This design comes from an exercise in tuning for small area on the open sky130 flow, not from production work.
The RTL was checked by simulation tests, not by an equivalence proof against the original design.
Power figures rest on the tool's default switching activity, not on a simulated workload.

Setup of rev 12:
## spram_top
module spram_top (
    input  logic                          clka,
    input  logic                          rsta,      
    input  logic                          req_en,    
    input  logic [(32 / 8)-1:0]   req_we,    
    input  logic [6-1:0]  req_addr,  
    input  logic [32-1:0]  req_din,   
    input  logic                          regcea,
    output logic [32-1:0]  douta
);
    localparam int num_bytes = (32 / 8);
    localparam int bw        = 8;
    localparam int dw        = 32;
    localparam int depth     = 1 << 6;
    logic phase;
    always @(posedge clka) phase <= ~phase;
    logic [dw-1:0] din_x;
    assign din_x = req_din ^ {dw{phase}};
    logic [dw-1:0] mem [depth];
    for (genvar i = 0; i < depth; i++) begin : gen_word
        for (genvar b = 0; b < num_bytes; b++) begin : gen_lane
            logic load;
            assign load = req_en & req_we[b] & (req_addr == i);
            for (genvar j = 0; j < bw; j++) begin : gen_bit
                spram_cell u_cell (
                    .clka (clka),
                    .load (load),
                    .hold (~load),
                    .xb   (din_x[b*bw + j]),
                    .s    (mem[i][b*bw + j])
                );
            end
        end
    end
    logic [6-1:0] rd_addr;
    logic                         p1_zero;
    always @(posedge clka) begin
        if (req_en) rd_addr <= req_addr;
    end
    always_ff @(posedge clka or posedge rsta) begin
        if (rsta)        p1_zero <= 1'b1;
        else if (req_en) p1_zero <= 1'b0;
    end
    logic [depth-1:0] rd_nsel;
    for (genvar i = 0; i < depth; i++) begin : gen_rdec
        assign rd_nsel[i] = ~((rd_addr == i) & ~p1_zero);
    end
    logic [dw-1:0] rd_inv;
    for (genvar j = 0; j < dw; j++) begin : gen_rcol
        logic [depth/2-1:0] pair;
        for (genvar k = 0; k < depth/2; k++) begin : gen_pair
            spram_rsel2 u_rsel (
                .nsel_a (rd_nsel[2*k]),
                .a      (mem[2*k][j]),
                .nsel_b (rd_nsel[2*k+1]),
                .b      (mem[2*k+1][j]),
                .y      (pair[k])
            );
        end
        assign rd_inv[j] = |pair;
    end
    logic [dw-1:0] p2_raw;
    logic          p2_pol;
    always_ff @(posedge clka or posedge rsta) begin
        if (rsta) begin
            p2_raw <= {32{1'b0}};
            p2_pol <= 1'b0;
        end else begin
  ...
Size in the first run: ~6600 cells after synthesis, ~78 I/O pins.
==> module spram_top, before the edit <==
module spram_top (
    input  logic                          clka,
    input  logic                          rsta,      
    input  logic                          req_en,    
    input  logic [(32 / 8)-1:0]   req_we,    
    input  logic [6-1:0]  req_addr,  
    input  logic [32-1:0]  req_din,   
    input  logic                          regcea,
    output logic [32-1:0]  douta
);
    localparam int num_bytes = (32 / 8);
    localparam int bw        = 8;
    localparam int dw        = 32;
    localparam int depth     = 1 << 6;
    logic phase;
    always @(posedge clka) phase <= ~phase;
    logic [dw-1:0] din_x;
    assign din_x = req_din ^ {dw{phase}};
    logic [dw-1:0] mem [depth];
    for (genvar i = 0; i < depth; i++) begin : gen_word
        for (genvar b = 0; b < num_bytes; b++) begin : gen_lane
            logic load;
            assign load = req_en & req_we[b] & (req_addr == i);
            for (genvar j = 0; j < bw; j++) begin : gen_bit
                spram_cell u_cell (
                    .clka (clka),
                    .load (load),
                    .hold (~load),
                    .xb   (din_x[b*bw + j]),
                    .s    (mem[i][b*bw + j])
                );
            end
        end
    end
    logic [6-1:0] rd_addr;
    logic                         p1_zero;
    always @(posedge clka) begin
        if (req_en) rd_addr <= req_addr;
    end
    always_ff @(posedge clka or posedge rsta) begin
        if (rsta)        p1_zero <= 1'b1;
        else if (req_en) p1_zero <= 1'b0;
    end
    logic [depth-1:0] rd_nsel;
    for (genvar i = 0; i < depth; i++) begin : gen_rdec
        assign rd_nsel[i] = ~((rd_addr == i) & ~p1_zero);
    end
    logic [dw-1:0] rd_inv;
    for (genvar j = 0; j < dw; j++) begin : gen_rcol
        logic [depth/2-1:0] pair;
        for (genvar k = 0; k < depth/2; k++) begin : gen_pair
            spram_rsel2 u_rsel (
                .nsel_a (rd_nsel[2*k]),
                .a      (mem[2*k][j]),
                .nsel_b (rd_nsel[2*k+1]),
                .b      (mem[2*k+1][j]),
                .y      (pair[k])
            );
        end
        assign rd_inv[j] = |pair;
    end
    logic [dw-1:0] p2_raw;
    logic          p2_pol;
    always_ff @(posedge clka or posedge rsta) begin
        if (rsta) begin
            p2_raw <= {32{1'b0}};
            p2_pol <= 1'b0;
        end else begin
            p2_raw <= rd_inv;
            p2_pol <= ~phase & ~p1_zero;
        end
    end
    always_ff @(posedge clka or posedge rsta) begin
        if (rsta)        douta <= {32{1'b0}};
        else if (regcea) douta <= p2_raw ^ {dw{p2_pol}};
    end
endmodule
Settings: LEC_CHECK=0, CAP_MARGIN=20, CORE_MARGIN=2, CORE_UTILIZATION=50, CTS_BUF_LIST=sky130_fd_sc_hd__clkbuf_8, CTS_CLUSTER_DIAMETER=50, CTS_CLUSTER_SIZE=14, SLEW_MARGIN=20, SYNTH_HIERARCHICAL=1; clock period 4.0 ns.
standard.sh (not shown) runs the stock make flow with config.mk's settings and CLKGATE_MAP_FILE= SYNTH_SCRIPT=/design/flow/synth_recipe.tcl, a recipe that flattens the netlist after the stock synthesis.
==> flow/flow/run.sh <==
#!/bin/bash
# The standard layout, with two changes: CTS inserts no dummy loads and
# uses clkbuf_8 clusters, and the port buffers are buf_1 cells.
set -uo pipefail
export CTS_ARGS="-sink_clustering_enable -repair_clock_nets -dont_use_dummy_load -buf_list sky130_fd_sc_hd__clkbuf_8 -sink_clustering_size 14 -sink_clustering_max_diameter 50"
export BUFFER_PORTS_ARGS="-buffer_cell sky130_fd_sc_hd__buf_1"
bash standard.sh > standard_make.log 2>&1
rc=$?
exit $rc
Input changes introduced in rev 13 (baseline for comparison: rev 12):
diff --git a/flow/design.v b/flow/design.v
--- a/flow/design.v
+++ b/flow/design.v
@@ -39,5 +39,8 @@
     localparam int depth     = 1 << 6;
     logic phase;
-    always @(posedge clka) phase <= ~phase;
+    always @(posedge clka) begin
+        if (phase == 1'b1) phase <= 1'b0;
+        else               phase <= 1'b1;
+    end
     logic [dw-1:0] din_x;
     assign din_x = req_din ^ {dw{phase}};
[summary]
Basic-gate share of the synthesized area counting and, or, nand and nor cells: rev 12 vs rev 13, no meaningful difference
From rev 12 to rev 13 the numbers moved as follows: layout overhead on the synthesized area shows a reduction of 0.28 points; final period demand of the worst path went up 0.10 ns; minimum setup slack after placement went down; clock latency reported for the late side of the worst-skew pair down 0.04 ns.
On sequential area share after synthesis, rev 13 tracks rev 12 almost exactly.
Between rev 13 and rev 12, the difference in final cell count is negligible.
Lower length of routed met3 wiring goes to rev 12 over rev 13.
Est. power | rev 13 vs rev 12 | rev 13 higher

afterwards: timing with drivers on the ports:
In the flow no input, the clock included, has a driving cell. The finished layouts below were timed again as built, in two steps.
Step 1: set_driving_cell puts a clkbuf_16 on clka and a buf_2 on each other input, an assumption about the parent block.
Step 2, shift: input delay + t, output delay - t, t = (earliest + latest rising clock arrival at the registers) / 2. This alone moves slack from input paths to output paths.
a / b / c = ideal / step 1 / step 2; a / b = the first two.
run	shift t [ns]	slack for setup (ns)	worst setup path at the end	slew at the worst register clock pin (ns)	cell pins on the clock port's net
rev 12	1.026	0.396 / 0.396 / 0.255	input to register	0.10 / 0.10	1
rev 13	1.003	0.295 / 0.295 / -0.081	input to register	0.10 / 0.10	1
With both steps, setup timing fails in rev 13, where it was met with ideal ports. For rev 13, which loses most, drivers alone change the setup slack by 0.000 ns; drivers and shift together by -0.376 ns.
